What follows belongs to an exercise in optimizing a design on an open flow for small area and a short achievable clock period; a production flow would make more cautious choices.
The RTL was checked by simulation tests, not by an equivalence proof against the original design.

// gemv_stream_engine
module gemv_stream_engine (
  input  logic        clk,
  input  logic        rst_n,
  input  logic        start_i,
  input  logic        accum_i,
  input  logic [47:0] w_i,
  input  logic        a_valid_i,
  output logic        a_ready_o,
  input  logic [47:0] a_row_i,
  output logic        o_valid_o,
  input  logic        o_ready_i,
  output logic [15:0] o_data_o,
  output logic [1:0]  o_idx_o,
  output logic        busy_o,
  output logic        done_o,
  output logic        ovf_o
);
For scale: roughly 3400 cells after synthesis, ~390 flip-flops, about 34000 um^2 of cells after synthesis.
clock: 9.0 ns
lec_check: 0
abc_area: 1
cap_margin: 20
core_margin: 2
core_utilization: 40
setup_slack_margin: 5.0
slew_margin: 20
tns_end_percent: 5
buffer_ports_args: -buffer_cell sky130_fd_sc_hd__buf_4
standard.sh (not shown) runs the stock make flow with config.mk's settings and CLKGATE_MAP_FILE= SYNTH_SCRIPT=/design/flow/synth_recipe.tcl, a recipe that flattens the netlist after the stock synthesis.
==> flow/flow/run.sh <==
#!/bin/bash
# Standard layout, with the port buffers inserted by buffer_ports made of buf_4
# instead of the tool's default pick (a delay buffer), so the ports' buffers are fast.
set -e
echo "export BUFFER_PORTS_ARGS = -buffer_cell sky130_fd_sc_hd__buf_4" >> config.mk
bash standard.sh > standard.log 2>&1
The baseline finished clean.
==> next run, changes <==
- CTS_BUF_LIST: not set -> sky130_fd_sc_hd__clkbuf_4 sky130_fd_sc_hd__clkbuf_8
- SETUP_SLACK_MARGIN: 5.0 -> 4.75
Outcome: Non-clock buffer count went down by 73. Die area does not change. Design area went down by about 2.5%. Core utilization went down by 1.2 points. Sequential share of layout area went up by 0.74 points. Worst setup slack gets worse by 0.090 ns. Routed wire length went down by about 1.4%. Sequential cell count does not change.

---

main:
gemv_stream_engine again, from the RTL that the note above started with.
clock: 9.0 ns
lec_check: 0
abc_area: 1
cap_margin: 20
core_margin: 2
core_utilization: 40
cts_buf_list: sky130_fd_sc_hd__clkbuf_8
cts_cluster_size: 30
setup_slack_margin: 4.75
slew_margin: 20
tns_end_percent: 5
buffer_ports_args: -buffer_cell sky130_fd_sc_hd__buf_4
==> flow/flow/run.sh <==
#!/bin/bash
# Standard layout with two changes:
#  - the port buffers that buffer_ports inserts are buf_4 instead of the tool's default
#    pick (a delay buffer), so the ports' buffers are fast;
#  - after the standard synthesis, flow/polarity.py chooses for each full adder whether it
#    works on true or complemented signals (a full adder is self-dual), which removes most
#    of the inverters that the adder extraction leaves between full adders. Registers and
#    all other cells are unchanged.
set -e
echo "export BUFFER_PORTS_ARGS = -buffer_cell sky130_fd_sc_hd__buf_4" >> config.mk
bash standard.sh synth > synth.log 2>&1
R=orfs/results/sky130hd/gemv_stream_engine/base
python3 flow/polarity.py $R/1_2_yosys.v $R/1_2_yosys_pol.v > polarity.log 2>&1
cp $R/1_2_yosys.v $R/1_2_yosys_std.v
cp $R/1_2_yosys_pol.v $R/1_2_yosys.v
rm -f $R/1_synth.odb $R/1_synth.sdc
bash standard.sh > standard.log 2>&1
Other scripts of this flow, unchanged in this note and not shown: flow/flow/polarity.py
Input changes introduced in the feature branch (baseline for comparison: main):
- SETUP_SLACK_MARGIN changed from 4.75 to 4.9
Notes after the runs:
Looking at the reports, the feature branch completed the entire flow and the layout it produced met the timing, design-rule and antenna checks. The feature branch against main: final critical delay including setup and external delays decreased 0.047 ns, proportion of cell area occupied by registers decreased by 0.22 points relative to the old numbers, via count of the routed design essentially unchanged, overall global routing resource usage up 0.30 points, via count of the first global-routing pass picked up an extra about 1.2%. Number of non-filler instances in the completed layout of main is on par with the feature branch.

---

gemv_stream_engine, a different RTL version from the one above (not shown whole).
Size in the first run: roughly 3000 cells after synthesis, roughly 34000 µm² of cells after synthesis.
clock: 9.0 ns
lec_check: 0
abc_area: 0
cap_margin: 20
core_margin: 2
core_utilization: 50
cts_buf_list: sky130_fd_sc_hd__clkbuf_8
cts_cluster_size: 30
setup_slack_margin: 4.75
slew_margin: 20
tns_end_percent: 20
buffer_ports_args: -buffer_cell sky130_fd_sc_hd__buf_1
==> flow/flow/run.sh <==
#!/bin/bash
# Standard layout with two changes:
#  - the port buffers that buffer_ports inserts are buf_1 instead of the tool's default
#    pick (a delay buffer), so the ports' buffers are fast;
#  - after the standard synthesis, flow/polarity.py chooses for each full adder whether it
#    works on true or complemented signals (a full adder is self-dual), which removes most
#    of the inverters that the adder extraction leaves between full adders. Registers and
#    all other cells are unchanged.
set -e
echo "export BUFFER_PORTS_ARGS = -buffer_cell sky130_fd_sc_hd__buf_1" >> config.mk
bash standard.sh synth > synth.log 2>&1
R=orfs/results/sky130hd/gemv_stream_engine/base
python3 flow/polarity.py $R/1_2_yosys.v $R/1_2_yosys_pol.v > polarity.log 2>&1
cp $R/1_2_yosys.v $R/1_2_yosys_std.v
cp $R/1_2_yosys_pol.v $R/1_2_yosys.v
rm -f $R/1_synth.odb $R/1_synth.sdc
bash standard.sh > standard.log 2>&1
Other scripts of this flow, unchanged in this note and not shown: flow/flow/polarity.py
Rerun with:
Settings changed: ABC_AREA 0 to 1, CORE_UTILIZATION 50 to 45.
Setup slack gains 0.070 ns.
Non-clock buffer count falls by 123.
Wire length goes down by about 9%.
Via count goes down by about 10%.
Sequential share of layout area came out higher by 2.1 points.
Core utilization shrinks by 6.2 points.
Final area decreases by about 7%.
First-iteration DRC count fell by about 36%.
Global-route usage fell by 4.0 points.
Hold slack hardly moves.
Die area went up by 5.0%.
Rerun with:
--- a/flow/flow/run.sh
+++ b/flow/flow/run.sh
@@ -3 +3 @@
-#  - the port buffers that buffer_ports inserts are buf_1 instead of the tool's default
+#  - the port buffers that buffer_ports inserts are buf_4 instead of the tool's default
@@ -10 +10 @@
-echo "export BUFFER_PORTS_ARGS = -buffer_cell sky130_fd_sc_hd__buf_1" >> config.mk
+echo "export BUFFER_PORTS_ARGS = -buffer_cell sky130_fd_sc_hd__buf_4" >> config.mk
Settings changed: BUFFER_PORTS_ARGS -buffer_cell sky130_fd_sc_hd__buf_1 to -buffer_cell sky130_fd_sc_hd__buf_4, CORE_UTILIZATION 45 to 40.
Outcome: The changed run completed without violations; fmax is about the same; synthesized cell count stays the same; worst setup slack improved by 0.0056 ns; synthesized area is unchanged; sequential cell count is unchanged; die area is higher by about 12%; cell area rises by 2.1%; core utilization shrinks by 4.7 points.
Rerun with:
--- a/flow/flow/run.sh
+++ b/flow/flow/run.sh
@@ -3 +3 @@
-#  - the port buffers that buffer_ports inserts are buf_4 instead of the tool's default
+#  - the port buffers that buffer_ports inserts are buf_1 instead of the tool's default
@@ -10 +10 @@
-echo "export BUFFER_PORTS_ARGS = -buffer_cell sky130_fd_sc_hd__buf_4" >> config.mk
+echo "export BUFFER_PORTS_ARGS = -buffer_cell sky130_fd_sc_hd__buf_1" >> config.mk
Settings changed: BUFFER_PORTS_ARGS -buffer_cell sky130_fd_sc_hd__buf_4 to -buffer_cell sky130_fd_sc_hd__buf_1, CORE_UTILIZATION 40 to 45, GPL_TIMING_DRIVEN set to 0.
=> Count of clock-buffer cells in the layout drops by 1. First-iteration DRC count rose by about 14%. Sequential cell count stays the same. Global-route usage is higher by 5.7 points. Worst setup slack got worse by 0.092 ns. Non-clock buffer count goes up by 126.

---

RTL: one of the versions met above, not the one the previous note started from.
Size: roughly 390 flip-flops, roughly 130 I/O pins.
Design gemv_stream_engine, start of the top module:
module gemv_stream_engine (
  input  logic        clk,
  input  logic        rst_n,
  input  logic        start_i,
  input  logic        accum_i,
  input  logic [47:0] w_i,
  input  logic        a_valid_i,
  output logic        a_ready_o,
  input  logic [47:0] a_row_i,
  output logic        o_valid_o,
  input  logic        o_ready_i,
  output logic [15:0] o_data_o,
  output logic [1:0]  o_idx_o,
  output logic        busy_o,
  output logic        done_o,
  output logic        ovf_o
);
==> flow/config.mk <==
export PLATFORM = sky130hd
export DESIGN_NAME = gemv_stream_engine
export DESIGN_NICKNAME = gemv_stream_engine
export VERILOG_FILES = /design/flow/design.v
export SDC_FILE = /design/flow/constraint.sdc
export NUM_CORES = 4
export LEC_CHECK = 0
export ABC_AREA = 1
export CAP_MARGIN = 20
export CORE_MARGIN = 2
export CORE_UTILIZATION = 40
export SETUP_SLACK_MARGIN = 4.75
export SLEW_MARGIN = 20
export TNS_END_PERCENT = 5
export BUFFER_PORTS_ARGS = -buffer_cell sky130_fd_sc_hd__buf_4
==> flow/constraint.sdc <==
create_clock -name core_clock -period 9.0 [get_ports {clk}]
set_input_delay 1.8000 -clock core_clock [delete_from_list [all_inputs] [get_ports {clk}]]
set_output_delay 1.8000 -clock core_clock [all_outputs]
set_load 0.01 [all_outputs]
==> flow/flow/run.sh <==
#!/bin/bash
# Standard layout, with the port buffers inserted by buffer_ports made of buf_4
# instead of the tool's default pick (a delay buffer), so the ports' buffers are fast.
set -e
echo "export BUFFER_PORTS_ARGS = -buffer_cell sky130_fd_sc_hd__buf_4" >> config.mk
bash standard.sh > standard.log 2>&1
Then changed:
CORE_UTILIZATION = 50   (was 40)
SETUP_SLACK_MARGIN = 5.0   (was 4.75)
Effect: Final area rises by a few percent. Routed wire length rises by a few percent. Worst hold slack degrades by 0.0034 ns. Synthesized area is unchanged. Cell count falls slightly. Sequential share of layout area falls by 1.1 points. Via count rises by a few percent. Clock skew rises by 0.0088 ns. Clock-buffer cell count falls by 1. Register-to-register slack improves by 0.12 ns.
Then changed:
CORE_UTILIZATION = 40   (was 50)
CTS_BUF_LIST = sky130_fd_sc_hd__clkbuf_8   (was default)
CTS_CLUSTER_SIZE = 30   (was default)
SETUP_SLACK_MARGIN = 4.75   (was 5.0)
=> The changed run produced a clean layout. Synthesized cell count stays the same. Count of clock-buffer cells in the layout grows by 26. Utilization came out lower by 13 points. Worst hold slack is about the same. Final cell count came out higher by a few percent. Routed wire length decreases by a few percent. Non-clock buffer count went down by 163.
Then changed:
CORE_UTILIZATION = 60   (was 40)
CTS_BUF_LIST = default   (was sky130_fd_sc_hd__clkbuf_8)
CTS_CLUSTER_SIZE = default   (was 30)
The new run finished clean.
Sequential share of layout area is higher by 0.64 points.
Wire length is higher by 2.1%.
Cell area is lower by 2.1%.
Clock-buffer cell count is lower by 21.
Setup slack gets worse by 0.17 ns.
Sequential cell count does not change.
Cell count is lower by 9.8%.
Worst hold slack gets worse by 0.0043 ns.

## port drivers added, routing unchanged
The flow's constraints put no driver on any port. The routed layouts listed below were extracted and timed again, unchanged, in two steps.
Step 1 sets driving cells, clkbuf_16 on the clock port and buf_2 on the other inputs (assumed; they add their load-dependent delay and slew).
Step 2 adds t to the input delays and takes it off the output delays; t is the mean of the earliest and latest rising clock arrival at the registers after step 1. Input paths then give back, and output paths get back, about the clock's delay inside the block.
Three values: no drivers, after step 1, after step 2; two values: the first two.
| run | t (ns) | slack for setup (ns) | hold WS [ns] |
|---|---|---|---|
| the first run of note 1 | 0.679 | 4.927 / 4.927 / 4.732 | 0.482 / 0.482 / 0.482 |
| the second run of note 1 | 0.751 | 4.838 / 4.838 / 4.796 | 0.484 / 0.484 / 0.484 |
| main | 0.727 | 4.748 / 4.748 / 4.748 | 0.477 / 0.477 / 0.477 |
| the feature branch | 0.733 | 4.795 / 4.795 / 4.795 | 0.478 / 0.478 / 0.478 |
| the first run of note 3 | 0.741 | 4.805 / 4.805 / 4.247 | 0.480 / 0.480 / 0.480 |
| the second run of note 3 | 0.724 | 4.875 / 4.875 / 4.661 | 0.478 / 0.478 / 0.478 |
| the third run of note 3 | 0.733 | 4.881 / 4.881 / 4.812 | 0.487 / 0.487 / 0.487 |
| the fourth run of note 3 | 0.743 | 4.789 / 4.789 / 4.789 | 0.483 / 0.483 / 0.483 |
| the first run of note 4 | 0.675 | 4.821 / 4.821 / 4.797 | 0.486 / 0.486 / 0.486 |
| the second run of note 4 | 0.663 | 4.943 / 4.943 / 4.674 | 0.482 / 0.482 / 0.482 |
| the third run of note 4 | 0.752 | 4.845 / 4.845 / 4.793 | 0.484 / 0.484 / 0.484 |
| the fourth run of note 4 | 0.663 | 4.674 / 4.674 / 4.674 | 0.480 / 0.480 / 0.480 |
After both steps setup and hold are still met in every run listed. For the first run of note 3, which loses most, drivers alone change the setup slack by 0.000 ns; drivers and shift together by -0.558 ns.
